Background: an optimization exercise with open tools, aiming at small area, a short achievable clock period and few clock cycles. Do not read the settings as production practice.
Function was checked by simulation only, so behaviour that the tests miss may differ from the original.
Power and IR drop assume default switching activity.

### flow/config.mk
export PLATFORM = sky130hd
export DESIGN_NAME = deadline_timer_queue
export DESIGN_NICKNAME = deadline_timer_queue
export VERILOG_FILES = /design/flow/design.v
export SDC_FILE = /design/flow/constraint.sdc
export NUM_CORES = 4
export LEC_CHECK = 0
export CAP_MARGIN = 20
export CORE_MARGIN = 2
export CORE_UTILIZATION = 30
export SLEW_MARGIN = 20
### flow/constraint.sdc
create_clock -name core_clock -period 6.0 [get_ports {clk}]
set_input_delay 1.2000 -clock core_clock [delete_from_list [all_inputs] [get_ports {clk}]]
set_output_delay 1.2000 -clock core_clock [all_outputs]
set_load 0.01 [all_outputs]
### flow/design.v
package dtq_pkg;
    localparam int DEPTH_DEFAULT = 32;
    localparam int DL_W   = 48;
    localparam int TAG_W  = 32;
    localparam int PER_W  = 16;
    localparam int CFG_W  = 32;
    localparam logic OPC_TICK = 1'b0;
    localparam logic OPC_ADD  = 1'b1;
    localparam logic CFG_MARKER = 1'b0;
    localparam logic CFG_PERIOD = 1'b1;
    localparam logic [1:0] KIND_ACCEPT = 2'd0;
    localparam logic [1:0] KIND_FULL   = 2'd1;
    localparam logic [1:0] KIND_EXPIRE = 2'd2;
    localparam logic [1:0] KIND_DONE   = 2'd3;
endpackage
module dtq_ctrl #(
    parameter int N = 32
) (
    input  logic [N*N-1:0] older,
    input  logic [N-1:0]   set,
    output logic [N-1:0]   first
);
    always_comb
    begin
        for (int i = 0; i < N; i++)
        begin
            logic beaten;
            beaten = 1'b0;
            for (int j = 0; j < N; j++)
            begin
                if (j < i) beaten = beaten | (set[j] & older[j*N+i]);
                if (j > i) beaten = beaten | (set[j] & ~older[i*N+j]);
            end
            first[i] = set[i] & ~beaten;
        end
    end
endmodule
import dtq_pkg::*;
module dtq_datapath #(
    parameter int N = dtq_pkg::DEPTH_DEFAULT
) (
    input  logic                      clk,
    input  logic                      rst_n,
    input  logic                      req_valid,
    output logic                      req_ready,
    input  logic                      req_opcode,
    input  logic [DL_W-1:0]           req_deadline,
    input  logic [TAG_W-1:0]          req_tag,
    output logic                      rsp_valid,
    input  logic                      rsp_ready,
    output logic [1:0]                rsp_kind,
    output logic [DL_W-1:0]           rsp_expired_deadline,
    output logic [TAG_W-1:0]          rsp_expired_tag,
    output logic                      rsp_switch_due,
    output logic                      rsp_last,
    input  logic                      cfg_we,
    input  logic                      cfg_index,
    input  logic [CFG_W-1:0]          cfg_wdata
);
    localparam int LO = 6;
    localparam int HI = DL_W - LO;
    localparam int PB = 4;
    function automatic [N-1:0] lowest;
        input [N-1:0] x;
        reg   [N-1:0] below;
        integer       s;
        begin
            below = {x[N-2:0], 1'b0};
            for (s = 1; s < N; s = s * 2)
                below = below | (below << s);
            lowest = x & ~below;
        end
    endfunction
    logic [N-1:0]        valid_q;
    logic [N-1:0]        late_q;    
    logic [N-1:0]        g_q;       
    logic [N-1:0]        sw_q;      
    logic [N-1:0]        swk_q;     
    logic [N-1:0]        hq_q;      
    logic [N-1:0]        hn_q;      
    logic [N-1:0]        hns_q;     
    logic [N*DL_W-1:0]   dl_q;
    logic [N*TAG_W-1:0]  tag_q;
    logic [N*N-1:0]      older_q;
    logic [DL_W-1:0]     nt_q;
    logic [DL_W-1:0]     ra_q;
    logic [DL_W-1:0]     ran_q;
    logic [TAG_W-1:0]    marker_q;
    logic                busy_q;
    logic                anyl_q;    
    logic [N-1:0]        tc_q;      
    logic                bv_q;      
    logic [N-1:0]        best_q;
    logic [DL_W-1:0]     bdl_q;
    logic                swf_q;
    logic [N-1:0]        rs_q;      
    logic                rp_scan_q, rp_rc_q, rp_hs_q;
    logic                cv_q;      
    logic [N-1:0]        cs_q;
    logic [DL_W-1:0]     cdl_q;
    logic                cq_v_q;    
    logic [1:0]          cq_kind_q;
    logic                cq_sw_q;
    logic                ov_q;
    logic                out_free, cq_free, rs_hold, r_go;
    logic                acc, acc_add, acc_tick, s_go;
    logic [LO-1:0]       nt_lo1;
    logic [N-1:0]        eqv0, eqv1;
    logic                rl_single, scan_pend, proc_direct, proc_best, proc_late, scan_issue;
    logic [N-1:0]        p, ge, gs, sel_in, first, rl_rest;
    logic                p_sw, any_ge;
    logic                late_rearm, late_emit, g_phase, g_emit, g_done, s_beat_exp, eng_port;
    logic [N-1:0]        rc_need, rc_sel, hs_need, hs_sel;
    logic                allk, hs_any;
    logic [DL_W-1:0]     rd_dl;
    logic [TAG_W-1:0]    rd_tag;
    logic                full;
    logic [N-1:0]        free1h, add_set, rearm_set, arm_set, remove_set;
    logic [DL_W-1:0]     wr_dl;
    logic                late_new, sw_new, rc_match, hs_match, scan_take, add_best, mk_we;
    logic                wrap_now, wrap_block;
    logic [HI-1:0]       nt_hi, nt_hi1, nt_hi2;
    logic                e0, e1, e2, hq_w, hn_w, wr_eq;
    logic [PER_W-1:0]    pe;
    always_comb
    begin
        rd_dl  = '0;
        rd_tag = '0;
        for (int i = 0; i < N; i++)
        begin
            rd_dl  = rd_dl  | ({DL_W{rs_q[i]}}  & dl_q[i*DL_W +: DL_W]);
            rd_tag = rd_tag | ({TAG_W{rs_q[i]}} & tag_q[i*TAG_W +: TAG_W]);
        end
    end
    assign out_free  = !ov_q || rsp_ready;
    assign r_go      = cq_v_q && out_free;
    assign cq_free   = !cq_v_q || out_free;
    assign rs_hold   = cq_v_q && !out_free && (cq_kind_q == KIND_EXPIRE);
    assign scan_take = !bv_q || (cdl_q < bdl_q);
    assign rc_match  = (rd_tag == marker_q);
    assign hs_match  = (rd_dl[DL_W-1:LO] == nt_hi1);
    assign nt_hi      = nt_q[DL_W-1:LO];
    assign nt_hi1     = nt_hi + HI'(1);
    assign nt_hi2     = nt_hi + HI'(2);
    assign nt_lo1     = nt_q[LO-1:0] + LO'(1);
    assign rc_need    = valid_q & ~swk_q;
    assign allk       = !(|rc_need);
    assign hs_need    = valid_q & hns_q;
    assign hs_any     = |hs_need;
    assign wrap_block = (&nt_q[LO-1:0]) && hs_any;
    assign req_ready  = !busy_q && cq_free && allk && !wrap_block;
    assign acc        = req_valid && req_ready;
    assign acc_add    = acc && (req_opcode == OPC_ADD);
    assign acc_tick   = acc && (req_opcode == OPC_TICK);
    assign s_go       = acc_tick || (busy_q && cq_free);
    assign wrap_now   = acc_tick && (&nt_q[LO-1:0]);
    always_comb
    begin
        for (int i = 0; i < N; i++)
        begin
            eqv0[i] = valid_q[i] && !late_q[i] && hq_q[i]
                      && (dl_q[i*DL_W +: LO] == nt_q[LO-1:0]);
            eqv1[i] = valid_q[i] && (wrap_now ? hn_q[i] : hq_q[i])
                      && (dl_q[i*DL_W +: LO] == nt_lo1);
        end
    end
    assign rl_single   = !(|(late_q & ~lowest(late_q)));
    assign scan_pend   = rp_scan_q || cv_q;
    assign proc_direct = !scan_pend && !bv_q && rl_single;
    assign proc_best   = !scan_pend && bv_q && !(|tc_q);
    assign proc_late   = anyl_q && (proc_direct || proc_best);
    assign scan_issue  = anyl_q && (|tc_q) && !proc_direct;
    assign p           = bv_q ? best_q : late_q;
    assign p_sw        = |(p & sw_q);
    assign rl_rest     = late_q & ~p;
    assign ge     = g_q & ~sw_q;
    assign gs     = g_q & sw_q;
    assign any_ge = |ge;
    assign sel_in = anyl_q ? tc_q : ge;
    dtq_ctrl #(.N(N)) u_first (
        .older (older_q),
        .set   (sel_in),
        .first (first)
    );
    assign late_rearm = s_go && proc_late && p_sw;
    assign late_emit  = s_go && proc_late && !p_sw;
    assign g_phase    = s_go && !anyl_q;
    assign g_emit     = g_phase && any_ge;
    assign g_done     = g_phase && !any_ge;
    assign s_beat_exp = late_emit || g_emit;
    assign eng_port   = s_go && (proc_late || scan_issue || !anyl_q);
    assign full       = &valid_q;
    assign free1h     = lowest(~valid_q);
    assign add_set    = (acc_add && !full) ? free1h : '0;
    assign rearm_set  = late_rearm ? p : (g_phase ? gs : '0);
    assign arm_set    = add_set | rearm_set;
    assign remove_set = late_emit ? p : (g_emit ? first : '0);
    assign wr_dl      = acc_add ? req_deadline : (busy_q ? ra_q : ran_q);
    assign late_new   = (req_deadline < nt_q);
    assign add_best   = acc_add && !full && late_new && (!bv_q || (req_deadline < bdl_q));
    assign sw_new     = (req_tag == marker_q);
    assign mk_we      = cfg_we && (cfg_index == CFG_MARKER);
    assign e0         = (wr_dl[DL_W-1:LO] == nt_hi);
    assign e1         = (wr_dl[DL_W-1:LO] == nt_hi1);
    assign e2         = (wr_dl[DL_W-1:LO] == nt_hi2);
    assign hq_w       = wrap_now ? e1 : e0;
    assign hn_w       = wrap_now ? e2 : e1;
    assign wr_eq      = hq_w && (wr_dl[LO-1:0] == (acc_tick ? nt_lo1 : nt_q[LO-1:0]));
    assign pe         = (cfg_wdata[PER_W-1:0] == '0) ? PER_W'(1) : cfg_wdata[PER_W-1:0];
    assign rc_sel = lowest(rc_need);
    assign hs_sel = lowest(hs_need);
    always_ff @(posedge clk or negedge rst_n)
    begin
        if (!rst_n)
        begin
            rs_q      <= '0;
            rp_scan_q <= 1'b0;
            rp_rc_q   <= 1'b0;
            rp_hs_q   <= 1'b0;
        end
        else if (!rs_hold)
        begin
            rp_scan_q <= 1'b0;
            rp_rc_q   <= 1'b0;
            rp_hs_q   <= 1'b0;
            if (eng_port)
            begin
                rs_q      <= proc_late ? p : first;
                rp_scan_q <= scan_issue && !proc_late;
            end
            else if (!allk)
            begin
                rs_q    <= rc_sel;
                rp_rc_q <= 1'b1;
            end
            else
            begin
                rs_q    <= hs_sel;
                rp_hs_q <= hs_any;
            end
        end
    end
    for (genvar i = 0; i < N; i++)
    begin : g_slot
        always_ff @(posedge clk)
        begin
            if (arm_set[i]) dl_q[i*DL_W +: DL_W] <= wr_dl;
            if (add_set[i]) tag_q[i*TAG_W +: TAG_W] <= req_tag;
            if (arm_set[i])
            begin
                hq_q[i] <= hq_w;
                hn_q[i] <= hn_w;
            end
            else if (wrap_now)
            begin
                hq_q[i] <= hn_q[i];
            end
            else if (rp_hs_q && rs_q[i])
            begin
                hn_q[i] <= hs_match;
            end
            if (add_set[i]) sw_q[i] <= sw_new;
            else if (mk_we) sw_q[i] <= 1'b0;
            else if (rp_rc_q && rs_q[i]) sw_q[i] <= rc_match;
        end
        always_ff @(posedge clk or negedge rst_n)
        begin
            if (!rst_n)
            begin
                valid_q[i] <= 1'b0;
                late_q[i]  <= 1'b0;
                g_q[i]     <= 1'b0;
                swk_q[i]   <= 1'b1;
                hns_q[i]   <= 1'b0;
            end
            else
            begin
                valid_q[i] <= (valid_q[i] && !remove_set[i]) || add_set[i];
                if (add_set[i]) late_q[i] <= late_new;
                else if (s_go && proc_late && p[i]) late_q[i] <= 1'b0;
                if (g_done) g_q[i] <= arm_set[i] ? wr_eq : (acc_tick ? eqv1[i] : eqv0[i]);
                else if (g_emit) g_q[i] <= ge[i] && !first[i];
                else if (!busy_q && !acc_tick) g_q[i] <= arm_set[i] ? wr_eq : eqv0[i];
                if (mk_we) swk_q[i] <= (tag_q[i*TAG_W +: PB] != cfg_wdata[PB-1:0]);
                else if (add_set[i] || (rp_rc_q && rs_q[i])) swk_q[i] <= 1'b1;
                if (arm_set[i] || (rp_hs_q && rs_q[i])) hns_q[i] <= 1'b0;
                else if (wrap_now) hns_q[i] <= 1'b1;
            end
        end
        for (genvar j = 0; j < N; j++)
        begin : g_age
            if (i < j)
            begin : g_pair
                always_ff @(posedge clk)
                begin
                    older_q[i*N+j] <= (arm_set[j] & (~arm_set[i] | older_q[i*N+j]))
                                    | (~arm_set[i] & older_q[i*N+j]);
                end
            end
            else
            begin : g_none
                assign older_q[i*N+j] = 1'b0;
            end
        end
    end
    always_ff @(posedge clk or negedge rst_n)
    begin
        if (!rst_n)
        begin
            busy_q <= 1'b0;
            swf_q  <= 1'b0;
            bv_q   <= 1'b0;
            anyl_q <= 1'b0;
            cv_q   <= 1'b0;
            tc_q   <= '0;
        end
        else
        begin
            if (s_go)
            begin
                busy_q <= !g_done;
                swf_q  <= (busy_q && swf_q) || late_rearm || (g_phase && (|gs));
            end
            if (s_go && proc_late) bv_q <= 1'b0;
            else if ((cv_q && scan_take) || add_best) bv_q <= 1'b1;
            if (add_set != '0 && late_new) anyl_q <= 1'b1;
            else if (s_go && proc_late) anyl_q <= |rl_rest;
            if (s_go && proc_late) tc_q <= proc_direct ? '0 : rl_rest;
            else if (s_go && scan_issue) tc_q <= tc_q & ~first;
            cv_q <= rp_scan_q;
        end
    end
    always_ff @(posedge clk)
    begin
        cs_q  <= rs_q;
        cdl_q <= rd_dl;
        if (add_best)
        begin
            best_q <= free1h;
            bdl_q  <= req_deadline;
        end
        else if (cv_q && scan_take)
        begin
            best_q <= cs_q;
            bdl_q  <= cdl_q;
        end
    end
    always_ff @(posedge clk or negedge rst_n)
    begin
        if (!rst_n)
        begin
            nt_q     <= DL_W'(1);
            ra_q     <= DL_W'(2);
            ran_q    <= DL_W'(3);
            marker_q <= 32'h8000_0000;
        end
        else
        begin
            if (acc_tick)
            begin
                nt_q  <= nt_q + DL_W'(1);
                ra_q  <= ran_q;
                ran_q <= ran_q + DL_W'(1);
            end
            if (cfg_we)
            begin
                if (cfg_index == CFG_MARKER)
                begin
                    marker_q <= cfg_wdata;
                end
                else
                begin
                    ran_q <= nt_q + DL_W'(pe);
                    ra_q  <= nt_q + DL_W'(pe) - DL_W'(1);
                end
            end
        end
    end
    always_ff @(posedge clk or negedge rst_n)
    begin
        if (!rst_n)
        begin
            cq_v_q <= 1'b0;
            ov_q   <= 1'b0;
        end
        else
        begin
            if (acc_add || s_beat_exp || g_done) cq_v_q <= 1'b1;
            else if (r_go) cq_v_q <= 1'b0;
            if (r_go) ov_q <= 1'b1;
            else if (rsp_ready) ov_q <= 1'b0;
        end
    end
    always_ff @(posedge clk)
    begin
        if (acc_add)
        begin
            cq_kind_q <= full ? KIND_FULL : KIND_ACCEPT;
            cq_sw_q   <= 1'b0;
        end
        else if (g_done)
        begin
            cq_kind_q <= KIND_DONE;
            cq_sw_q   <= (busy_q && swf_q) || (|gs);
        end
        else if (s_beat_exp)
        begin
            cq_kind_q <= KIND_EXPIRE;
            cq_sw_q   <= 1'b0;
        end
        if (r_go)
        begin
            rsp_kind       <= cq_kind_q;
            rsp_switch_due <= cq_sw_q;
            rsp_last       <= (cq_kind_q != KIND_EXPIRE);
            if (cq_kind_q == KIND_EXPIRE)
            begin
                rsp_expired_deadline <= rd_dl;
                rsp_expired_tag      <= rd_tag;
            end
            else
            begin
                rsp_expired_deadline <= '0;
                rsp_expired_tag      <= '0;
            end
        end
    end
    assign rsp_valid = ov_q;
endmodule
import dtq_pkg::*;
module deadline_timer_queue #(
    parameter int DEPTH = dtq_pkg::DEPTH_DEFAULT
) (
    input  logic                              clk,
    input  logic                              rst_n,
    input  logic                              req_valid,
    output logic                              req_ready,
    input  logic                              req_opcode,
    input  logic [dtq_pkg::DL_W-1:0]          req_deadline,
    input  logic signed [dtq_pkg::TAG_W-1:0]  req_tag,
    output logic                              rsp_valid,
    input  logic                              rsp_ready,
    output logic [1:0]                        rsp_kind,
    output logic [dtq_pkg::DL_W-1:0]          rsp_expired_deadline,
    output logic signed [dtq_pkg::TAG_W-1:0]  rsp_expired_tag,
    output logic                              rsp_switch_due,
    output logic                              rsp_last,
    input  logic                              cfg_we,
    input  logic                              cfg_index,
    input  logic [dtq_pkg::CFG_W-1:0]         cfg_wdata
);
    dtq_datapath #(
        .N (DEPTH)
    ) u_dp (
        .clk                  (clk),
        .rst_n                (rst_n),
        .req_valid            (req_valid),
        .req_ready            (req_ready),
        .req_opcode           (req_opcode),
        .req_deadline         (req_deadline),
        .req_tag              (req_tag),
        .rsp_valid            (rsp_valid),
        .rsp_ready            (rsp_ready),
        .rsp_kind             (rsp_kind),
        .rsp_expired_deadline (rsp_expired_deadline),
        .rsp_expired_tag      (rsp_expired_tag),
        .rsp_switch_due       (rsp_switch_due),
        .rsp_last             (rsp_last),
        .cfg_we               (cfg_we),
        .cfg_index            (cfg_index),
        .cfg_wdata            (cfg_wdata)
    );
endmodule
### flow/run.sh
#!/bin/bash
# synth_recipe.tcl (not shown) runs the flow's synth.tcl, then flattens the netlist and writes it again
# the make line also repeats each setting of config.mk as NAME=value (left out here)
make -C /OpenROAD-flow-scripts/flow DESIGN_CONFIG=/design/flow/config.mk WORK_HOME=/design/flow/orfs CLKGATE_MAP_FILE= SYNTH_SCRIPT=/design/flow/synth_recipe.tcl finish
==> flow_metrics.py, run 1 <==
metrics = {
    "status": {
        "outcome": "failed layout checks",
        "check.faults": "negative setup slack",
    },
    "setup_path": {
        "worstPathCellList": "a222oi_1, buf_4, and3_1, and3_1, a41o_1, buf_4, and3_1, clkdlybuf4s50_1",
        "critPathLaunchType": "register",
        "critPathCaptureType": "output pin",
        "path_max_fanout": 11,
        "crit_arrival_ps": 4910,
        "critPathTopFamily": "simple AND/OR/NAND/NOR gates",
        "cp_data_required_time_ps": 4800,
        "critPathMaxStageDelay_ps": 650,
        "path_common_cell": "and3_1",
        "slowest_stage": "clkdlybuf4s50_1",
        "cp_num_buf_inv": 3,
        "critical_path_class": "reg2out",
    },
    "global_routing": {
        "grtUsageTotal_pct": 32.3,
        "grt_pass1_wl_um": 1220000,
        "overflow": 0,
        "antenna_found_initial": 115,
        "grt_max_degree": 101,
        "grt_pass1_vias": 126493,
    },
    "logic_synthesis": {
        "yosys.area_share.simple_pct": 8.73,
        "synth_commonest_cells": "2790 x edfxtp_1, 1254 x a21oi_1, 1067 x a22oi_1",
        "synth_area_leaders": "edfxtp_1 51%, dfxtp_1 7.4%, dfrtp_1 5.7%",
        "synth_edf_count": 2790,
        "yosysMostFrequentCell": "edfxtp_1",
        "yosysTopAreaCellShare_pct": 50.7,
        "synth_top_family_by_area": "compound AO/OA/AOI/OAI gates",
        "synth_largest_area_cell": "edfxtp_1",
        "ys_seq_elements": 3809,
        "syn_nets": 13581,
        "synth_area_um2": 165000,
        "synth_xor_area_share_pct": 4.86,
        "synth_top_flop_cell": "edfxtp_1",
        "synth-adder-area-share_pct": 1.45,
        "syn_inst": 13299,
        "synth_compound_area_share_pct": 16.0,
        "synth.avg_cell_area_um2": 12.4,
        "synth_mux_area_share_pct": 1.76,
        "yosys_warnings": 529,
        "synth-async-reset-ratio_pct": 10.8,
        "synth_cell_types": 95,
        "seq_area_frac_synth_pct": 64.4,
    },
    "cts": {
        "clk_latency_ps": 1150,
        "holdBufCountCts": 0,
        "cts_tree": "done",
        "htreeDepth": 5,
        "clk_pin_slew_ps": 60,
        "cts.sinks": 3809,
        "cts_buffer_depth": 4,
        "cts.root.buffer_cell": "clkbuf_16",
        "cts-resized-gates": 0,
        "cts_setup_buffers": 0,
        "cts-buffers-inserted": 401,
    },
    "die": {
        "rows": 272,
        "die_w_um": 746,
        "die_h_um": 746,
        "die_area_um2": 556000,
        "io_pins": 205,
        "core_area_um2": 549000,
        "start_util_pct": 30.1,
    },
    "run": {
        "maxCapViolCount": 0,
    },
    "min_path": {
        "worstHoldPathType": "in2async",
    },
    "timing": {
        "tightest_slew_ps": 1220,
        "rsz0062_at_grt": "false",
        "fin_crit_sh_pct": 102,
        "setup_ws_ps": -109,
        "setup_viol": 4,
        "period_minus_slack_ps": 6110,
        "final-max-slew-violation-count": 0,
        "final-hold-violation-count": 0,
        "fmax_mhz": 164,
        "slew-limit-headroom_pct": 16.3,
        "fin_skew_ps": 135,
    },
    "placed_design": {
        "placed_area_um2": 186000,
        "place_congestion": 1.05,
        "portBuffers": 204,
        "hpwlAfterDp_um": 653000,
    },
    "routing": {
        "dr.pass1.iters": 10,
        "vias_per_cell": 6.29,
        "drtIter0Drc": 25011,
        "routed_wl_um": 940000,
        "wl_per_cell_um": 42.9,
        "ant_nets": 0,
        "vias": 137890,
        "drc": 0,
    },
    "finish": {
        "fin_nets": 14519,
        "drive_gt1_share_pct": 16.2,
        "seqCellArea_um2": 106000,
        "multi_input_area_um2": 54800,
        "fin_area_um2": 200000,
        "fillers": 53237,
        "utilization_pct": 36.4,
        "syn_to_final_growth_pct": 21.0,
    },
    "power_and_ir_drop": {
        "finalPower_mw": 109,
        "peakVddDrop_mv": 0.434,
        "power.leakage_nw": 69.4,
        "power_density_nw_per_um2": 544,
    },
}
==> cell type report <==
class                           count  share of cell area, %
Sequential cell                  3809                   53.2
Timing Repair Buffer             1519                   7.46
Clock buffer                      521                   5.47
Tap cell                         7261                   4.55
Antenna cell                       73                 0.0914
Multi-Input combinational cell   8260                   27.4
Inverter                          246                  0.532
Clock inverter                    220                   1.25
==> worst paths after layout <==
path                                            from                            end  slack (ps)  cells past startpoint
setup / recovery           u_dp.valid_q[1]$_DFF_PN0_                      req_ready        -110                      8
hold / removal                                 rst_n      u_dp.hns_q[3]$_DFFE_PN0P_          50                      1
setup reg to reg           u_dp.valid_q[1]$_DFF_PN0_           u_dp.hq_q[9]$_DFF_P_         -10                     19
hold reg to reg            u_dp.cq_sw_q$_SDFFE_PP0P_  u_dp.rsp_switch_due$_DFFE_PP_         460                      0
max in group asynchronous                      rst_n      u_dp.nt_q[46]$_DFFE_PN0P_        4610                      2
min in group core_clock    u_dp.cq_sw_q$_SDFFE_PP0P_  u_dp.rsp_switch_due$_DFFE_PP_         460                      0
==> per-layer routing <==
metal	up-vias	track usage [%]	part of all wire (%)
li1	53385	-	-
met3	2172	9.90	13
met5	-	0	0.073
met4	54	18.9	7.0
met2	11496	46.2	41
met1	70783	43.1	39
==> placed cells by master, fill, tap and decap left out, types with 97 or more instances in the layout <==
cell type,n
nand4_1,365
o211ai_1,97
nand2_1,791
clkdlybuf4s50_1,184
dfrtp_1,333
nor2_1,497
xnor2_1,556
clkbuf_16,406
edfxtp_1,2790
buf_12,244
mux2i_1,128
mux2_2,134
xor2_1,350
ha_1,161
a22o_1,166
nand3_1,339
or4_1,111
a31oi_1,162
inv_1,189
nor4_1,99
a21oi_1,1240
nor3_1,191
buf_4,1069
o22ai_1,186
o21ai_0,371
a221oi_1,234
a22oi_1,1067
dfxtp_1,609
==> power breakdown <==
| part | internal [mW] | switching, mW |
|---|---|---|
| combinational | 12.0 | 29.3 |
| sequential | 35.4 | 5.80 |
| clock | 14.7 | 11.4 |
==> cells by family (layout without fill, tap and decap cells) <==
family                     count (synthesis)  in the layout
xor gates and xnor gates                 913            913
other                                      0             73
AOI/OAI and AO/OA                       4019           4019
buffers and inverters                   1230           2506
muxes                                    269            269
DFF                                     3809           3809
and+or+nand+nor                         2862           2862
adders and majority gates                197            197
==> through the flow <==
| step | instances | setup slack [ps] | setup TNS [ps] | hold slack, ps |
|---|---|---|---|---|
| floorplan | 13299 | 31.5 | 0 | 384 |
| global placement | 21093 | -700 | -15840 | 419 |
| detailed placement | 21093 | -610 | -12850 | 439 |
| CTS | 21834 | 58.5 | 0 | 77.7 |
| global route | 21849 | 63.2 | 0 | 87.9 |
| finish | 21909 | -109 | -125 | 48.4 |
==> state kept, by name, summed over array words and instances, names as in the netlist, 48 cells and up <==
| name | count |
|---|---|
| u_dp.older_q | 496 |
| u_dp.cdl_q | 48 |
| u_dp.tag_q | 1024 |
| u_dp.ra_q | 48 |
| u_dp.ran_q | 48 |
| u_dp.nt_q | 48 |
| u_dp.dl_q | 1536 |
| u_dp.bdl_q | 48 |
| u_dp.rsp_expired_deadline | 48 |
Testbench counts, summed over its fixed seeds: cycles 6,191.
==> inputs of run 2 (changes only) <==
--- a/flow/design.v
+++ b/flow/design.v
@@ -85,6 +85,8 @@
     logic [DL_W-1:0]     nt_q;
     logic [DL_W-1:0]     ra_q;
-    logic [DL_W-1:0]     ran_q;
+    logic [DL_W-1:0]     ra1;
     logic [TAG_W-1:0]    marker_q;
+    logic [PER_W-1:0]    pe_q;      
+    logic                ras_q;     
     logic                busy_q;
     logic                anyl_q;    
@@ -92,4 +94,8 @@
     logic                bv_q;      
     logic [N-1:0]        best_q;
+    logic                bsw_q;     
+    logic                one_q;     
+    logic                allk_q;    
+    logic                hsa_q;     
     logic [DL_W-1:0]     bdl_q;
     logic                swf_q;
@@ -148,6 +154,6 @@
     assign hs_need    = valid_q & hns_q;
     assign hs_any     = |hs_need;
-    assign wrap_block = (&nt_q[LO-1:0]) && hs_any;
-    assign req_ready  = !busy_q && cq_free && allk && !wrap_block;
+    assign wrap_block = (&nt_q[LO-1:0]) && hsa_q;
+    assign req_ready  = !busy_q && cq_free && allk_q && !wrap_block && !ras_q;
     assign acc        = req_valid && req_ready;
     assign acc_add    = acc && (req_opcode == OPC_ADD);
@@ -165,12 +171,11 @@
         end
     end
-    assign rl_single   = !(|(late_q & ~lowest(late_q)));
     assign scan_pend   = rp_scan_q || cv_q;
-    assign proc_direct = !scan_pend && !bv_q && rl_single;
+    assign proc_direct = !scan_pend && !bv_q && one_q;
     assign proc_best   = !scan_pend && bv_q && !(|tc_q);
     assign proc_late   = anyl_q && (proc_direct || proc_best);
     assign scan_issue  = anyl_q && (|tc_q) && !proc_direct;
     assign p           = bv_q ? best_q : late_q;
-    assign p_sw        = |(p & sw_q);
+    assign p_sw        = bv_q ? bsw_q : (|(late_q & sw_q));
     assign rl_rest     = late_q & ~p;
     assign ge     = g_q & ~sw_q;
@@ -196,5 +201,6 @@
     assign arm_set    = add_set | rearm_set;
     assign remove_set = late_emit ? p : (g_emit ? first : '0);
-    assign wr_dl      = acc_add ? req_deadline : (busy_q ? ra_q : ran_q);
+    assign ra1        = ra_q + DL_W'(1);
+    assign wr_dl      = busy_q ? ra_q : ((req_opcode == OPC_ADD) ? req_deadline : ra1);
     assign late_new   = (req_deadline < nt_q);
     assign add_best   = acc_add && !full && late_new && (!bv_q || (req_deadline < bdl_q));
@@ -229,5 +235,5 @@
                 rp_scan_q <= scan_issue && !proc_late;
             end
-            else if (!allk)
+            else if (!allk_q)
             begin
                 rs_q    <= rc_sel;
@@ -314,4 +320,7 @@
             cv_q   <= 1'b0;
             tc_q   <= '0;
+            one_q  <= 1'b0;
+            allk_q <= 1'b1;
+            hsa_q  <= 1'b0;
         end
         else
@@ -328,4 +337,7 @@
             if (s_go && proc_late) tc_q <= proc_direct ? '0 : rl_rest;
             else if (s_go && scan_issue) tc_q <= tc_q & ~first;
+            if (s_go && proc_late) one_q <= !(|(rl_rest & ~lowest(rl_rest)));
+            allk_q <= allk && !mk_we;
+            hsa_q  <= hs_any || wrap_now;
             cv_q <= rp_scan_q;
         end
@@ -339,4 +351,5 @@
             best_q <= free1h;
             bdl_q  <= req_deadline;
+            bsw_q  <= sw_new;
         end
         else if (cv_q && scan_take)
@@ -344,4 +357,13 @@
             best_q <= cs_q;
             bdl_q  <= cdl_q;
+            bsw_q  <= |(cs_q & sw_q);
+        end
+        else if (mk_we)
+        begin
+            bsw_q  <= 1'b0;
+        end
+        else if (rp_rc_q && (|(rs_q & best_q)))
+        begin
+            bsw_q  <= rc_match;
         end
     end
@@ -352,6 +374,7 @@
             nt_q     <= DL_W'(1);
             ra_q     <= DL_W'(2);
-            ran_q    <= DL_W'(3);
             marker_q <= 32'h8000_0000;
+            pe_q     <= PER_W'(2);
+            ras_q    <= 1'b0;
         end
         else
@@ -360,18 +383,12 @@
             begin
                 nt_q  <= nt_q + DL_W'(1);
-                ra_q  <= ran_q;
-                ran_q <= ran_q + DL_W'(1);
+                ra_q  <= ra1;
             end
+            if (ras_q) ra_q <= nt_q + DL_W'(pe_q - PER_W'(1));
+            ras_q <= cfg_we && (cfg_index == CFG_PERIOD);
             if (cfg_we)
             begin
-                if (cfg_index == CFG_MARKER)
-                begin
-                    marker_q <= cfg_wdata;
-                end
-                else
-                begin
-                    ran_q <= nt_q + DL_W'(pe);
-                    ra_q  <= nt_q + DL_W'(pe) - DL_W'(1);
-                end
+                if (cfg_index == CFG_MARKER) marker_q <= cfg_wdata;
+                else                         pe_q     <= pe;
             end
         end
--- a/flow/config.mk
+++ b/flow/config.mk
@@ -7,5 +7,8 @@
 export LEC_CHECK = 0
 export CAP_MARGIN = 20
+export CELL_PAD_IN_SITES_DETAIL_PLACEMENT = 1
 export CORE_MARGIN = 2
 export CORE_UTILIZATION = 30
+export PLACE_DENSITY = 0.4
+export SETUP_SLACK_MARGIN = 1.5
 export SLEW_MARGIN = 20
==> flow_metrics.py, run 2 <==
metrics = {
    "status": {
        "outcome": "timing/DRC/antenna clean",
    },
    "finish": {
        "top_regs": "u_dp.dl_q (1536), u_dp.tag_q (1024), u_dp.older_q (496)",
        "utilization_pct": 37.4,
        "regMostFlops": "u_dp.dl_q",
        "fin_nets": 14436,
        "layout_common_cells": "2791 x edfxtp_1, 1157 x a22oi_1, 1145 x a21oi_1",
        "syn_to_final_growth_pct": 24.4,
        "largest_reg_flops": 1536,
        "fin_cells": 21777,
        "final_common_cell": "edfxtp_1",
        "drive_gt1_share_pct": 19.2,
    },
    "global_routing": {
        "grt_pass1_wl_um": 1380000,
        "grt_max_degree": 107,
        "antenna_found_initial": 159,
        "overflow": 0,
        "grtUsageTotal_pct": 37.5,
        "grt_pass1_vias": 133582,
    },
    "timing": {
        "rsz0062_at_grt": "true",
        "fin_skew_ps": 108,
        "period_minus_slack_ps": 4910,
        "setup_ws_ps": 1090,
        "fin_crit_sh_pct": 81.8,
        "final-max-slew-violation-count": 0,
        "fmax_mhz": 204,
        "tightest_slew_ps": 1280,
        "final-hold-violation-count": 0,
        "setup_viol": 0,
        "slew-limit-headroom_pct": 14.5,
        "tns_ps": 0,
    },
    "placed_design": {
        "dp_cells": 20573,
        "place_congestion": 1.01,
        "portBuffers": 204,
        "pre_cts_ws_ps": -160,
        "hpwlAfterDp_um": 717000,
    },
    "setup_path": {
        "cp_data_required_time_ps": 6960,
        "path_max_fanout": 8,
        "critPathMaxStageDelay_ps": 560,
        "reg2reg_from": "u_dp.ra_q[3]$_DFFE_PN0P_",
        "critPathLaunchType": "register",
        "slowest_stage": "or4_4",
        "crit_arrival_ps": 5870,
        "r2r_end": "u_dp.g_q[13]$_DFFE_PN0P_",
        "critical_path_class": "reg2reg",
        "reg2regPathDepth": 15,
        "r2r_slack_ps": 1090,
        "worstPathCellList": "nand4_1, buf_4, or4_4, o41ai_1, o221ai_1, buf_4, xnor2_1, nand2b_1, or3_4, nor3_4, buf_12, o21ai_4, buf_6, buf_16, o311ai_4",
        "critPathCaptureType": "register",
        "path_common_cell": "buf_4",
    },
    "routing": {
        "wl_met3_um": 105000,
        "drtIter0Drc": 20629,
        "vias_per_cell": 6.38,
        "routed_wl_um": 1070000,
        "wl_met2_um": 460000,
        "maxUsedRoutingLayer": "met5",
        "ant_nets": 0,
        "dr.pass1.iters": 8,
        "drc": 0,
        "vias": 138908,
        "met1Wirelength_um": 457000,
        "wl_per_cell_um": 49.1,
    },
    "cts": {
        "cts_buffer_depth": 4,
        "holdBufCountCts": 0,
        "clk_latency_ps": 1080,
        "clk_pin_slew_ps": 60,
        "cts-buffers-inserted": 438,
        "cts.sinks": 3782,
        "cts.root.buffer_cell": "clkbuf_16",
        "htreeDepth": 5,
        "cts_tree": "done",
    },
    "die": {
        "die_w_um": 743,
        "rows": 271,
        "core_area_um2": 545000,
        "die_h_um": 743,
        "die_area_um2": 552000,
        "io_pins": 205,
        "start_util_pct": 30.1,
    },
    "logic_synthesis": {
        "seq_area_frac_synth_pct": 64.4,
        "yosysTopAreaCellShare_pct": 51.1,
        "synth.avg_cell_area_um2": 12.5,
        "synth_area_leaders": "edfxtp_1 51%, dfxtp_1 7.4%, a22oi_1 5.3%",
        "syn_nets": 13388,
        "yosys_warnings": 529,
        "synth_cell_types": 100,
        "synth_largest_area_cell": "edfxtp_1",
        "synth-async-reset-ratio_pct": 10.1,
        "synth_edf_count": 2791,
        "ys_seq_elements": 3782,
        "yosysMostFrequentCell": "edfxtp_1",
        "synth_area_um2": 164000,
        "syn_inst": 13075,
        "synth_top_flop_cell": "edfxtp_1",
        "synth_commonest_cells": "2791 x edfxtp_1, 1216 x a21oi_1, 1163 x a22oi_1",
    },
    "power_and_ir_drop": {
        "power_density_nw_per_um2": 474,
        "peakVddDrop_mv": 0.397,
        "finalPower_mw": 96.6,
        "power.leakage_nw": 70.0,
    },
    "run": {
        "maxCapViolCount": 0,
    },
    "min_path": {
        "worstHoldPathType": "in2async",
    },
}
-- run 2: changes by cell type after synthesis, sizes merged, moves of 40 or more --
cell / delta
xor2: -74
nand2b: +44
nor2: -56
nand3: +41
a31oi: -122
nor4: +40
buf: -42
nand2: -45
nand4: +54
a22oi: +96
-- run 2: layout make-up --
class	instances	area, µm²
antenna	43	108
clock buffer	538	11600
clock inverter	279	2930
fill	56859	341000
inverter	236	1110
multi-input combinational	8147	57500
sequential	3782	106000
tap	7234	9050
timing repair buffer	1517	15700
timing repair inverter	1	8.76
-- run 2: layer usage --
layer	vias up	GRT usage (%)
li1	53115	-
met4	54	13.7
met2	8425	56.1
met3	1704	9.43
met5	-	0
met1	75610	52.3
-- run 2: repair_timing --
action                                  4_1_cts  5_1_grt
pin swaps                                   117       98
endpoints found under the hold margin         0        0
gates cloned                                 10        2
buffers inserted                            234       95
resized for setup                           406      229
endpoints found under the setup margin     2950      304
-- run 2: cell families (layout without fill, tap and decap cells) --
group                    Yosys count  count (layout)  share of synthesized area, %
buffers and inverters           1146            2571                          2.65
other                              0              43                             0
flip-flops                      3782            3782                          64.4
multiplexers                     227             227                          1.46
AO/OA/AOI/OAI                   3925            3925                          16.0
XOR/XNOR                         861             861                          4.64
adder cells (fa/ha/maj)          230             230                          1.71
AND/OR/NAND/NOR                 2904            2904                          9.10
-- run 2: power breakdown --
group | internal [mW] | total, mW | switching, mW
Sequential | 32.7 | 37.2 | 4.56
Combinational | 9.16 | 31.5 | 22.4
Clock | 15.7 | 27.9 | 12.2
Total | 57.5 | 96.6 | 39.1
-- run 2: worst max path at each step --
stage                        startpoint                         to  slack (ps)
2_1_floorplan  u_dp.nt_q[2]$_DFFE_PN0P_    u_dp.bdl_q[0]$_DFFE_PP_         770
3_3_place_gp           req_deadline[35]  u_dp.best_q[31]$_DFFE_PP_        -130
3_5_place_dp           req_deadline[35]   u_dp.best_q[9]$_DFFE_PP_        -160
4_1_cts        u_dp.pe_q[3]$_DFFE_PN0P_  u_dp.ra_q[46]$_DFFE_PN0P_        1110
5_1_grt        u_dp.pe_q[4]$_DFFE_PN0P_  u_dp.ra_q[32]$_DFFE_PN0P_         930
6_report       u_dp.ra_q[3]$_DFFE_PN0P_   u_dp.g_q[13]$_DFFE_PN0P_        1090
-- run 2: critical path: cells and delay by family (launching register included) --
kind,cells,cell delay [ps]
and+or+nand+nor,5,1770
xor gates and xnor gates,1,150
DFF,1,540
AOI/OAI and AO/OA,4,1190
buffers and inverters,5,1180
-- run 2: per-stage QoR --
| step | instance area (µm²) | hold slack, ps |
|---|---|---|
| after floorplan | 165000 | 374 |
| after global placement | 183000 | 398 |
| after detailed placement | 183000 | 409 |
| after CTS | 202000 | 58.4 |
| after global routing | 204000 | 83.6 |
| final | 204000 | 80.7 |
Testbench counts of run 2, summed over its fixed seeds: cycles 6,199.
==> inputs of run 3 (changes only) <==
--- a/flow/design.v
+++ b/flow/design.v
@@ -72,4 +72,43 @@
         end
     endfunction
+    function automatic lt_dl;
+        input [DL_W-1:0] a;
+        input [DL_W-1:0] b;
+        reg   [DL_W-1:0] g, e, gn, en;
+        integer          s, k;
+        begin
+            g = ~a & b;
+            e = ~(a ^ b);
+            for (s = 1; s < DL_W; s = s * 2)
+            begin
+                gn = g;
+                en = e;
+                for (k = s; k < DL_W; k = k + 1)
+                begin
+                    gn[k] = g[k] | (e[k] & g[k-s]);
+                    en[k] = e[k] & e[k-s];
+                end
+                g = gn;
+                e = en;
+            end
+            lt_dl = g[DL_W-1];
+        end
+    endfunction
+    function automatic [HI-1:0] inc_hi;
+        input [HI-1:0] x;
+        reg   [HI-1:0] c, cn;
+        integer        s, k;
+        begin
+            c = {x[HI-2:0], 1'b1};
+            for (s = 1; s < HI; s = s * 2)
+            begin
+                cn = c;
+                for (k = s; k < HI; k = k + 1)
+                    cn[k] = c[k] & c[k-s];
+                c = cn;
+            end
+            inc_hi = x ^ c;
+        end
+    endfunction
     logic [N-1:0]        valid_q;
     logic [N-1:0]        late_q;    
@@ -85,8 +124,11 @@
     logic [DL_W-1:0]     nt_q;
     logic [DL_W-1:0]     ra_q;
-    logic [DL_W-1:0]     ra1;
+    logic [DL_W-1:0]     ran_q;
     logic [TAG_W-1:0]    marker_q;
-    logic [PER_W-1:0]    pe_q;      
-    logic                ras_q;     
+    logic [PER_W-1:0]    pm_q;      
+    logic [1:0]          ras_q;     
+    logic                rac_q;     
+    logic                ranc_q;
+    logic                rdy_q;     
     logic                busy_q;
     logic                anyl_q;    
@@ -96,13 +138,13 @@
     logic                bsw_q;     
     logic                one_q;     
-    logic                allk_q;    
-    logic                hsa_q;     
     logic [DL_W-1:0]     bdl_q;
     logic                swf_q;
     logic [N-1:0]        rs_q;      
     logic                rp_scan_q, rp_rc_q, rp_hs_q;
+    logic                rp_rc2_q, rp_hs2_q;    
     logic                cv_q;      
     logic [N-1:0]        cs_q;
     logic [DL_W-1:0]     cdl_q;
+    logic [TAG_W-1:0]    ctag_q;
     logic                cq_v_q;    
     logic [1:0]          cq_kind_q;
@@ -125,5 +167,5 @@
     logic [DL_W-1:0]     wr_dl;
     logic                late_new, sw_new, rc_match, hs_match, scan_take, add_best, mk_we;
-    logic                wrap_now, wrap_block;
+    logic                wrap_now, ones_next;
     logic [HI-1:0]       nt_hi, nt_hi1, nt_hi2;
     logic                e0, e1, e2, hq_w, hn_w, wr_eq;
@@ -143,10 +185,10 @@
     assign cq_free   = !cq_v_q || out_free;
     assign rs_hold   = cq_v_q && !out_free && (cq_kind_q == KIND_EXPIRE);
-    assign scan_take = !bv_q || (cdl_q < bdl_q);
-    assign rc_match  = (rd_tag == marker_q);
-    assign hs_match  = (rd_dl[DL_W-1:LO] == nt_hi1);
+    assign scan_take = !bv_q || lt_dl(cdl_q, bdl_q);
+    assign rc_match  = (ctag_q == marker_q);
+    assign hs_match  = (cdl_q[DL_W-1:LO] == nt_hi1);
     assign nt_hi      = nt_q[DL_W-1:LO];
-    assign nt_hi1     = nt_hi + HI'(1);
-    assign nt_hi2     = nt_hi + HI'(2);
+    assign nt_hi1     = inc_hi(nt_hi);
+    assign nt_hi2     = {inc_hi({1'b0, nt_hi[HI-1:1]}), nt_hi[0]};
     assign nt_lo1     = nt_q[LO-1:0] + LO'(1);
     assign rc_need    = valid_q & ~swk_q;
@@ -154,6 +196,6 @@
     assign hs_need    = valid_q & hns_q;
     assign hs_any     = |hs_need;
-    assign wrap_block = (&nt_q[LO-1:0]) && hsa_q;
-    assign req_ready  = !busy_q && cq_free && allk_q && !wrap_block && !ras_q;
+    assign ones_next  = acc_tick ? (nt_q[LO-1:0] == {{(LO-1){1'b1}}, 1'b0}) : (&nt_q[LO-1:0]);
+    assign req_ready  = !busy_q && cq_free && rdy_q;
     assign acc        = req_valid && req_ready;
     assign acc_add    = acc && (req_opcode == OPC_ADD);
@@ -201,8 +243,7 @@
     assign arm_set    = add_set | rearm_set;
     assign remove_set = late_emit ? p : (g_emit ? first : '0);
-    assign ra1        = ra_q + DL_W'(1);
-    assign wr_dl      = busy_q ? ra_q : ((req_opcode == OPC_ADD) ? req_deadline : ra1);
-    assign late_new   = (req_deadline < nt_q);
-    assign add_best   = acc_add && !full && late_new && (!bv_q || (req_deadline < bdl_q));
+    assign wr_dl      = busy_q ? ra_q : ((req_opcode == OPC_ADD) ? req_deadline : ran_q);
+    assign late_new   = lt_dl(req_deadline, nt_q);
+    assign add_best   = acc_add && !full && late_new && (!bv_q || lt_dl(req_deadline, bdl_q));
     assign sw_new     = (req_tag == marker_q);
     assign mk_we      = cfg_we && (cfg_index == CFG_MARKER);
@@ -213,7 +254,7 @@
     assign hn_w       = wrap_now ? e2 : e1;
     assign wr_eq      = hq_w && (wr_dl[LO-1:0] == (acc_tick ? nt_lo1 : nt_q[LO-1:0]));
-    assign pe         = (cfg_wdata[PER_W-1:0] == '0) ? PER_W'(1) : cfg_wdata[PER_W-1:0];
-    assign rc_sel = lowest(rc_need);
-    assign hs_sel = lowest(hs_need);
+    assign pe         = (cfg_wdata[PER_W-1:0] == '0) ? '0 : (cfg_wdata[PER_W-1:0] - PER_W'(1));
+    assign rc_sel = lowest(rc_need & ~(rp_rc_q ? rs_q : '0) & ~(rp_rc2_q ? cs_q : '0));
+    assign hs_sel = lowest(hs_need & ~(rp_hs_q ? rs_q : '0) & ~(rp_hs2_q ? cs_q : '0));
     always_ff @(posedge clk or negedge rst_n)
     begin
@@ -235,5 +276,5 @@
                 rp_scan_q <= scan_issue && !proc_late;
             end
-            else if (!allk_q)
+            else if (!allk)
             begin
                 rs_q    <= rc_sel;
@@ -262,5 +303,5 @@
                 hq_q[i] <= hn_q[i];
             end
-            else if (rp_hs_q && rs_q[i])
+            else if (rp_hs2_q && cs_q[i])
             begin
                 hn_q[i] <= hs_match;
@@ -268,5 +309,5 @@
             if (add_set[i]) sw_q[i] <= sw_new;
             else if (mk_we) sw_q[i] <= 1'b0;
-            else if (rp_rc_q && rs_q[i]) sw_q[i] <= rc_match;
+            else if (rp_rc2_q && cs_q[i]) sw_q[i] <= rc_match;
         end
         always_ff @(posedge clk or negedge rst_n)
@@ -289,6 +330,6 @@
                 else if (!busy_q && !acc_tick) g_q[i] <= arm_set[i] ? wr_eq : eqv0[i];
                 if (mk_we) swk_q[i] <= (tag_q[i*TAG_W +: PB] != cfg_wdata[PB-1:0]);
-                else if (add_set[i] || (rp_rc_q && rs_q[i])) swk_q[i] <= 1'b1;
-                if (arm_set[i] || (rp_hs_q && rs_q[i])) hns_q[i] <= 1'b0;
+                else if (add_set[i] || (rp_rc2_q && cs_q[i])) swk_q[i] <= 1'b1;
+                if (arm_set[i] || (rp_hs2_q && cs_q[i])) hns_q[i] <= 1'b0;
                 else if (wrap_now) hns_q[i] <= 1'b1;
             end
@@ -319,8 +360,8 @@
             anyl_q <= 1'b0;
             cv_q   <= 1'b0;
+            rp_rc2_q <= 1'b0;
+            rp_hs2_q <= 1'b0;
             tc_q   <= '0;
             one_q  <= 1'b0;
-            allk_q <= 1'b1;
-            hsa_q  <= 1'b0;
         end
         else
@@ -338,13 +379,14 @@
             else if (s_go && scan_issue) tc_q <= tc_q & ~first;
             if (s_go && proc_late) one_q <= !(|(rl_rest & ~lowest(rl_rest)));
-            allk_q <= allk && !mk_we;
-            hsa_q  <= hs_any || wrap_now;
             cv_q <= rp_scan_q;
+            rp_rc2_q <= rp_rc_q && !mk_we;
+            rp_hs2_q <= rp_hs_q && !(|(rs_q & arm_set));
         end
     end
     always_ff @(posedge clk)
     begin
-        cs_q  <= rs_q;
-        cdl_q <= rd_dl;
+        cs_q   <= rs_q;
+        cdl_q  <= rd_dl;
+        ctag_q <= rd_tag;
         if (add_best)
         begin
@@ -363,5 +405,5 @@
             bsw_q  <= 1'b0;
         end
-        else if (rp_rc_q && (|(rs_q & best_q)))
+        else if (rp_rc2_q && (|(cs_q & best_q)))
         begin
             bsw_q  <= rc_match;
@@ -374,7 +416,11 @@
             nt_q     <= DL_W'(1);
             ra_q     <= DL_W'(2);
+            ran_q    <= DL_W'(3);
             marker_q <= 32'h8000_0000;
-            pe_q     <= PER_W'(2);
-            ras_q    <= 1'b0;
+            pm_q     <= PER_W'(1);
+            ras_q    <= 2'd0;
+            rac_q    <= 1'b0;
+            ranc_q   <= 1'b0;
+            rdy_q    <= 1'b1;
         end
         else
@@ -383,12 +429,24 @@
             begin
                 nt_q  <= nt_q + DL_W'(1);
-                ra_q  <= ra1;
+                ra_q  <= ran_q;
+                ran_q <= ran_q + DL_W'(1);
+            end
+            if (ras_q[0])
+            begin
+                {rac_q,  ra_q[PER_W-1:0]}  <= {1'b0, nt_q[PER_W-1:0]} + {1'b0, pm_q};
+                {ranc_q, ran_q[PER_W-1:0]} <= {1'b0, nt_q[PER_W-1:0]} + {1'b0, pm_q} + (PER_W+1)'(1);
+            end
+            if (ras_q[1])
+            begin
+                ra_q[DL_W-1:PER_W]  <= nt_q[DL_W-1:PER_W] + (DL_W-PER_W)'(rac_q);
+                ran_q[DL_W-1:PER_W] <= nt_q[DL_W-1:PER_W] + (DL_W-PER_W)'(ranc_q);
             end
-            if (ras_q) ra_q <= nt_q + DL_W'(pe_q - PER_W'(1));
-            ras_q <= cfg_we && (cfg_index == CFG_PERIOD);
+            ras_q <= {ras_q[0], cfg_we && (cfg_index == CFG_PERIOD)};
+            rdy_q <= allk && !mk_we && !(cfg_we && (cfg_index == CFG_PERIOD)) && !ras_q[0]
+                     && !(ones_next && (hs_any || wrap_now));
             if (cfg_we)
             begin
                 if (cfg_index == CFG_MARKER) marker_q <= cfg_wdata;
-                else                         pe_q     <= pe;
+                else                         pm_q     <= pe;
             end
         end
--- a/flow/config.mk
+++ b/flow/config.mk
@@ -11,4 +11,4 @@
 export CORE_UTILIZATION = 30
 export PLACE_DENSITY = 0.4
-export SETUP_SLACK_MARGIN = 1.5
+export SETUP_SLACK_MARGIN = 2.2
 export SLEW_MARGIN = 20
==> flow_metrics.py, run 3 <==
metrics = {
    "finish": {
        "top_regs": "u_dp.dl_q (1536), u_dp.tag_q (1024), u_dp.older_q (496)",
        "regMostFlops": "u_dp.dl_q",
        "utilization_pct": 37.9,
        "seqCellArea_um2": 108000,
        "layout_common_cells": "2791 x edfxtp_1, 1213 x a21oi_1, 1074 x a22oi_1",
        "drive_gt1_share_pct": 20.8,
        "fin_cells": 22509,
        "multi_input_area_um2": 60200,
        "final_common_cell": "edfxtp_1",
        "fillers": 57511,
        "fin_area_um2": 211000,
        "syn_to_final_growth_pct": 26.1,
        "largest_reg_flops": 1536,
        "fin_nets": 14822,
    },
    "setup_path": {
        "critPathTopFamily": "compound AO/OA/AOI/OAI gates",
        "cp_num_buf_inv": 5,
        "startpoint": "u_dp.sw_q[18]$_DFFE_PP_",
        "path_max_fanout": 13,
        "worstPathCellList": "buf_4, a222oi_1, nand4_1, o22a_4, nand2_2, buf_8, buf_12, o211a_2, clkinv_8, a22oi_2, nand4_1, nor4_4, buf_4",
        "critPathLaunchType": "register",
        "critPathCaptureType": "register",
        "critPathMaxStageDelay_ps": 550,
        "crit_arrival_ps": 5110,
        "slowest_stage": "edfxtp_1",
        "critical_path_class": "reg2reg",
        "cp_data_required_time_ps": 6990,
        "reg2reg_from": "u_dp.sw_q[18]$_DFFE_PP_",
    },
    "placed_design": {
        "dp_cells": 21007,
        "hpwlAfterDp_um": 715000,
        "portBuffers": 204,
        "place_congestion": 1.05,
        "placed_area_um2": 184000,
    },
    "routing": {
        "vias_per_cell": 6.42,
        "wl_per_cell_um": 49.7,
        "dr.pass1.iters": 9,
        "vias": 144461,
        "routed_wl_um": 1120000,
        "ant_nets": 0,
        "drc": 0,
        "drtIter0Drc": 21773,
    },
    "timing": {
        "fin_skew_ps": 106,
        "final-max-slew-violation-count": 0,
        "tightest_slew_ps": 1350,
        "fmax_mhz": 242,
        "rsz0062_at_grt": "true",
        "holdWs_ps": 153,
        "final-hold-violation-count": 0,
        "slew-limit-headroom_pct": 8.42,
        "setup_viol": 0,
        "fin_crit_sh_pct": 68.8,
        "period_minus_slack_ps": 4130,
    },
    "power_and_ir_drop": {
        "power_density_nw_per_um2": 475,
        "peakVddDrop_mv": 0.301,
        "finalPower_mw": 100,
        "power.leakage_nw": 74.0,
    },
    "logic_synthesis": {
        "synth_area_leaders": "edfxtp_1 50%, dfxtp_1 7.7%, dfrtp_1 5.9%",
        "synth_commonest_cells": "2791 x edfxtp_1, 1280 x a21oi_1, 1091 x a22oi_1",
        "synth_cell_types": 104,
        "synth_area_um2": 167000,
        "yosysMostFrequentCell": "edfxtp_1",
        "syn_inst": 13492,
        "synth_edf_count": 2791,
        "yosysTopAreaCellShare_pct": 50.2,
        "syn_nets": 13780,
        "yosys_warnings": 529,
        "synth.avg_cell_area_um2": 12.4,
        "ys_seq_elements": 3866,
        "synth-async-reset-ratio_pct": 11.2,
        "synth_largest_area_cell": "edfxtp_1",
        "seq_area_frac_synth_pct": 64.4,
        "synth_top_flop_cell": "edfxtp_1",
    },
    "cts": {
        "cts_tree": "done",
        "holdBufCountCts": 0,
        "clk_pin_slew_ps": 60,
        "cts_buffer_depth": 4,
        "cts-buffers-inserted": 447,
        "clk_latency_ps": 1120,
        "htreeDepth": 5,
        "cts.root.buffer_cell": "clkbuf_16",
        "cts.sinks": 3866,
    },
    "die": {
        "die_area_um2": 563000,
        "die_h_um": 750,
        "die_w_um": 750,
        "io_pins": 205,
        "core_area_um2": 556000,
        "rows": 274,
        "start_util_pct": 30.0,
    },
    "global_routing": {
        "antenna_found_initial": 169,
        "grt_max_degree": 128,
        "grt_pass1_wl_um": 1430000,
        "grtUsageTotal_pct": 38.1,
        "overflow": 0,
        "grt_pass1_vias": 138141,
    },
    "status": {
        "outcome": "timing/DRC/antenna clean",
    },
    "run": {
        "maxCapViolCount": 0,
    },
    "min_path": {
        "worstHoldPathType": "in2async",
    },
}
==> run 3: cell types whose count changed in the layout (fill, tap and decap cells not counted), sizes merged, moves of 70 or more <==
cell | previous run | this run
xnor2 | 580 | 501
o21ai | 385 | 545
nand3 | 383 | 496
diode | 43 | 138
mux2i | 125 | 195
nand2 | 749 | 885
a22oi | 1163 | 1091
nor3 | 211 | 136
clkbuf | 543 | 634
xor2 | 277 | 358
==> run 3: repair_timing <==
| item | CTS | global route |
|---|---|---|
| buffers inserted | 327 | 113 |
| endpoints found under the setup margin | 3159 | 1050 |
| pin swaps | 128 | 114 |
| hold endpoints to repair | 0 | 0 |
| cloned | 57 | 31 |
| resized for setup | 848 | 551 |
==> run 3: final cells by class <==
cell class / count / share of cell area, %
repair inverters: 3 / 0.0149
inverters: 234 / 0.610
diodes: 138 / 0.164
clock inverters: 230 / 1.09
well taps: 7452 / 4.43
clock buffers: 604 / 5.86
multi-input cells: 8431 / 28.6
flip-flops and latches: 3866 / 51.2
repair buffers: 1551 / 8.04
==> run 3: worst paths after layout <==
check	to	slack (ps)	cells past startpoint
setup reg to reg	u_dp.rp_hs2_q$_DFF_PN0_	1870	13
max in group asynchronous	u_dp.nt_q[35]$_DFFE_PN0P_	4160	2
hold / removal	u_dp.late_q[16]$_DFFE_PN0P_	150	1
min in group core_clock	u_dp.cv_q$_DFF_PN0_	420	0
hold reg to reg	u_dp.cv_q$_DFF_PN0_	420	0
setup / recovery	u_dp.rp_hs2_q$_DFF_PN0_	1870	13
==> run 3: cells by family (layout without fill, tap and decap cells) <==
logic type	Yosys count	count (layout)	share of synthesized area, %
AOI/OAI and AO/OA	4084	4096	16.1
DFF	3866	3866	64.4
and+or+nand+nor	3052	3052	9.29
buffers and inverters	1207	2622	2.80
xor gates and xnor gates	862	862	4.55
muxes	247	247	1.52
adders and majority gates	174	174	1.30
other	0	138	0
==> run 3: per-stage QoR <==
stage | setup WS [ps] | TNS [ps]
6_report | 1870 | 0
5_1_grt | 1960 | 0
4_1_cts | 2070 | 0
3_5_place_dp | -123 | -235
3_3_place_gp | -317 | -51390
2_1_floorplan | 1810 | 0
==> run 3: power breakdown <==
| part | switching [mW] | internal [mW] |
|---|---|---|
| Clock | 12.2 | 15.9 |
| Sequential | 5.29 | 33.6 |
| Combinational | 23.7 | 9.33 |
==> run 3: worst reg2reg max path, cell delays in order, from the launching register on <==
cell      delay (ps)
edfxtp_1         550
buf_4            240
a222oi_1         530
nand4_1          280
o22a_4           280
nand2_2          120
buf_8            150
buf_12           120
o211a_2          310
clkinv_8         240
a22oi_2          460
nand4_1          190
nor4_4           360
buf_4            160
==> run 3: layer usage <==
metal	wire, µm	GRT usage, %	part of all wire [%]	vias to the layer above
met5	752	0.0170	0.067	-
met4	69400	19.0	6.2	74
met3	120000	10.4	11	2298
met2	468000	55.3	42	9916
met1	461000	52.1	41	77580
li1	-	-	-	54593
Testbench counts of run 3, summed over its fixed seeds: cycles 6,206.
==> inputs of run 4 (changes only) <==
--- a/flow/config.mk
+++ b/flow/config.mk
@@ -10,4 +10,6 @@
 export CORE_MARGIN = 2
 export CORE_UTILIZATION = 30
+export CTS_CLUSTER_DIAMETER = 60
+export CTS_CLUSTER_SIZE = 20
 export PLACE_DENSITY = 0.4
 export SETUP_SLACK_MARGIN = 2.2
==> flow_metrics.py, run 4 <==
metrics = {
    "timing": {
        "fmax_mhz": 239,
        "fin_crit_sh_pct": 69.9,
        "period_minus_slack_ps": 4190,
        "tns_ps": 0,
        "setup_viol": 0,
        "final-hold-violation-count": 0,
        "slew-limit-headroom_pct": 10.7,
        "fin_skew_ps": 99.3,
        "final-max-slew-violation-count": 0,
        "rsz0062_at_grt": "true",
        "tightest_slew_ps": 1320,
    },
    "routing": {
        "ant_nets": 0,
        "vias_per_cell": 6.43,
        "vias": 144509,
        "wl_per_cell_um": 49.7,
        "dr.pass1.iters": 6,
        "drtIter0Drc": 22392,
        "drc": 0,
        "routed_wl_um": 1120000,
    },
    "die": {
        "die_h_um": 750,
        "rows": 274,
        "io_pins": 205,
        "core_area_um2": 556000,
        "die_area_um2": 563000,
        "die_w_um": 750,
        "start_util_pct": 30.0,
    },
    "setup_path": {
        "path_max_fanout": 18,
        "slowest_stage": "a21bo_2",
        "critPathCaptureType": "register",
        "cp_data_required_time_ps": 7030,
        "worstPathCellList": "nor2b_1, a21bo_2, a22oi_1, nand2_1, nor3_1, nand4_1, buf_4, nor3b_1, o21ai_0, o21ai_1",
        "crit_arrival_ps": 5220,
        "critPathMaxStageDelay_ps": 1030,
        "critical_path_class": "reg2reg",
        "critPathLaunchType": "register",
    },
    "power_and_ir_drop": {
        "clkPwrFrac_pct": 29.0,
        "power.leakage_nw": 74.0,
        "power_density_nw_per_um2": 480,
        "p_switching_mw": 42.3,
        "p_comb_share_pct": 32.6,
        "sw_frac_of_total_pct": 41.8,
        "intPower_mw": 59.0,
        "seq_power_share_pct": 38.4,
        "peakVddDrop_mv": 0.307,
    },
    "placed_design": {
        "hpwlAfterDp_um": 715000,
        "dp_cells": 21007,
        "place_congestion": 1.05,
        "portBuffers": 204,
    },
    "cts": {
        "cts.root.buffer_cell": "clkbuf_16",
        "clk_pin_slew_ps": 60,
        "htreeDepth": 5,
        "cts_tree": "done",
        "holdBufCountCts": 0,
        "clk_latency_ps": 1110,
        "cts_buffer_depth": 4,
        "cts-buffers-inserted": 439,
        "cts.sinks": 3866,
    },
    "logic_synthesis": {
        "synth_cell_types": 104,
        "synth_commonest_cells": "2791 x edfxtp_1, 1280 x a21oi_1, 1091 x a22oi_1",
        "synth_edf_count": 2791,
        "synth_largest_area_cell": "edfxtp_1",
        "synth_top_flop_cell": "edfxtp_1",
        "synth.avg_cell_area_um2": 12.4,
        "ys_seq_elements": 3866,
        "yosysTopAreaCellShare_pct": 50.2,
        "yosys_warnings": 529,
        "syn_inst": 13492,
        "synth_area_leaders": "edfxtp_1 50%, dfxtp_1 7.7%, dfrtp_1 5.9%",
        "synth_area_um2": 167000,
        "syn_nets": 13780,
        "yosysMostFrequentCell": "edfxtp_1",
        "seq_area_frac_synth_pct": 64.4,
        "synth-async-reset-ratio_pct": 11.2,
    },
    "finish": {
        "drive_gt1_share_pct": 21.5,
        "top_regs": "u_dp.dl_q (1536), u_dp.tag_q (1024), u_dp.older_q (496)",
        "layout_common_cells": "2791 x edfxtp_1, 1203 x a21oi_1, 1074 x a22oi_1",
        "final_common_cell": "edfxtp_1",
        "fillers": 57439,
        "syn_to_final_growth_pct": 26.4,
        "largest_reg_flops": 1536,
        "fin_cells": 22459,
        "regMostFlops": "u_dp.dl_q",
        "fin_nets": 14797,
    },
    "global_routing": {
        "antenna_found_initial": 171,
        "grt_pass1_wl_um": 1420000,
        "overflow": 0,
        "grtUsageTotal_pct": 38.1,
        "grt_max_degree": 128,
        "grt_pass1_vias": 137510,
    },
    "run": {
        "maxCapViolCount": 0,
    },
    "status": {
        "outcome": "timing/DRC/antenna clean",
    },
    "min_path": {
        "worstHoldPathType": "in2async",
    },
}
==> run 4: cell counts after synthesis <==
Identical to the previous run, type by type.
==> run 4: stage by stage <==
step	util, %	hold WS (ps)	power, mW	worst slack, ps	instance area (µm²)
global route	37.9	183	102	1950	211000
finish	38.0	116	101	1810	211000
global placement	33.0	392	67.2	-317	184000
detailed placement	33.0	402	67.5	-123	184000
CTS	37.2	140	98.8	1990	207000
floorplan	-	376	48.8	1810	168000
==> run 4: what timing repair did <==
item	4_1_cts	5_1_grt
setup endpoints to repair	3151	867
resized for setup	870	500
gates cloned	61	29
setup buffers	277	143
pin swaps	122	116
==> run 4: worst max-delay path: cells and delay by family, from the launching register on <==
family | cells | cell delay, ps
flops | 1 | 620
compound gates | 4 | 1740
buf+inv | 1 | 250
simple gates | 5 | 1450
==> run 4: layout make-up <==
| cell class | instances | area [µm²] | share of cell area [%] |
|---|---|---|---|
| multi-input combinational | 8431 | 60000 | 28.4 |
| inverter | 234 | 1280 | 0.607 |
| timing repair inverter | 1 | 8.76 | 0.00415 |
| antenna | 108 | 270 | 0.128 |
| clock buffer | 491 | 11500 | 5.43 |
| timing repair buffer | 1536 | 16900 | 8.00 |
| sequential | 3866 | 108000 | 51.1 |
| clock inverter | 340 | 4040 | 1.91 |
| tap | 7452 | 9320 | 4.42 |
==> run 4: worst paths after layout <==
kind,start,to,cells past startpoint,slack (ps)
max in group asynchronous,rst_n,u_dp.nt_q[22]$_DFFE_PN0P_,2,4210
min in group core_clock,u_dp.rp_scan_q$_DFFE_PN0N_,u_dp.cv_q$_DFF_PN0_,0,440
worst min-delay path,rst_n,u_dp.tc_q[10]$_DFFE_PN0P_,1,120
worst max register to register,u_dp.sw_q[13]$_DFFE_PP_,u_dp.g_q[31]$_DFFE_PN0P_,10,1810
worst max-delay path,u_dp.sw_q[13]$_DFFE_PP_,u_dp.g_q[31]$_DFFE_PN0P_,10,1810
worst min register to register,u_dp.rp_scan_q$_DFFE_PN0N_,u_dp.cv_q$_DFF_PN0_,0,440
==> run 4: power by group through the flow <==
stage,Clock (mW),Sequential [mW],Combinational (mW)
after floorplan,0,35.8,13.0
after global placement,0,39.1,28.2
after detailed placement,0,39.1,28.4
after CTS,29.6,38.4,30.8
after global routing,30.5,38.8,33.2
final,29.4,38.9,33.0
==> run 4: kinds of logic (layout without fill, tap and decap cells) <==
family	after synthesis	count (layout)	share of synthesized area [%]
compound gates	4084	4096	16.1
flops	3866	3866	64.4
simple gates	3052	3052	9.29
buf+inv	1207	2602	2.80
xor+xnor	862	862	4.55
mux	247	247	1.52
fa+ha+maj	174	174	1.30
other cells	0	108	0
==> run 4: per-layer routing <==
metal  track usage (%)  vias up  part of all wire [%]
met5           0.00850        -                 0.038
li1                  -    54608                     -
met4              18.6       64                   6.0
met2              55.5     9830                    42
met3              10.5     2242                    11
met1              52.0    77765                    41

[what the ideal ports hide]
The results above use ideal ports. As a check the final layouts listed here were re-extracted and re-timed, cells and wires unchanged. Step 1, drivers: a clkbuf_16 drives clk and a buf_2 each remaining input, both assumed. Step 2 moves the port delays by t, midway between the first and last clock arrival at a register: inputs arrive t later, outputs are due t later. That takes back most of the time a late clock gives input paths. Three values: ideal ports, drivers, drivers and shift; two values: the first two.
run	shift t [ns]	setup slack, ns	worst setup path at the end
run 1	1.194	-0.109 / -0.223 / -0.731	input to register
run 2	1.161	1.091 / 1.091 / 0.256	input to register
run 3	1.206	1.874 / 1.874 / 0.945	input to register
run 4	1.194	1.807 / 1.807 / 0.962	input to register
The setup slack of run 3, which loses most, moves by 0.000 ns with the drivers and by -0.929 ns with both steps.
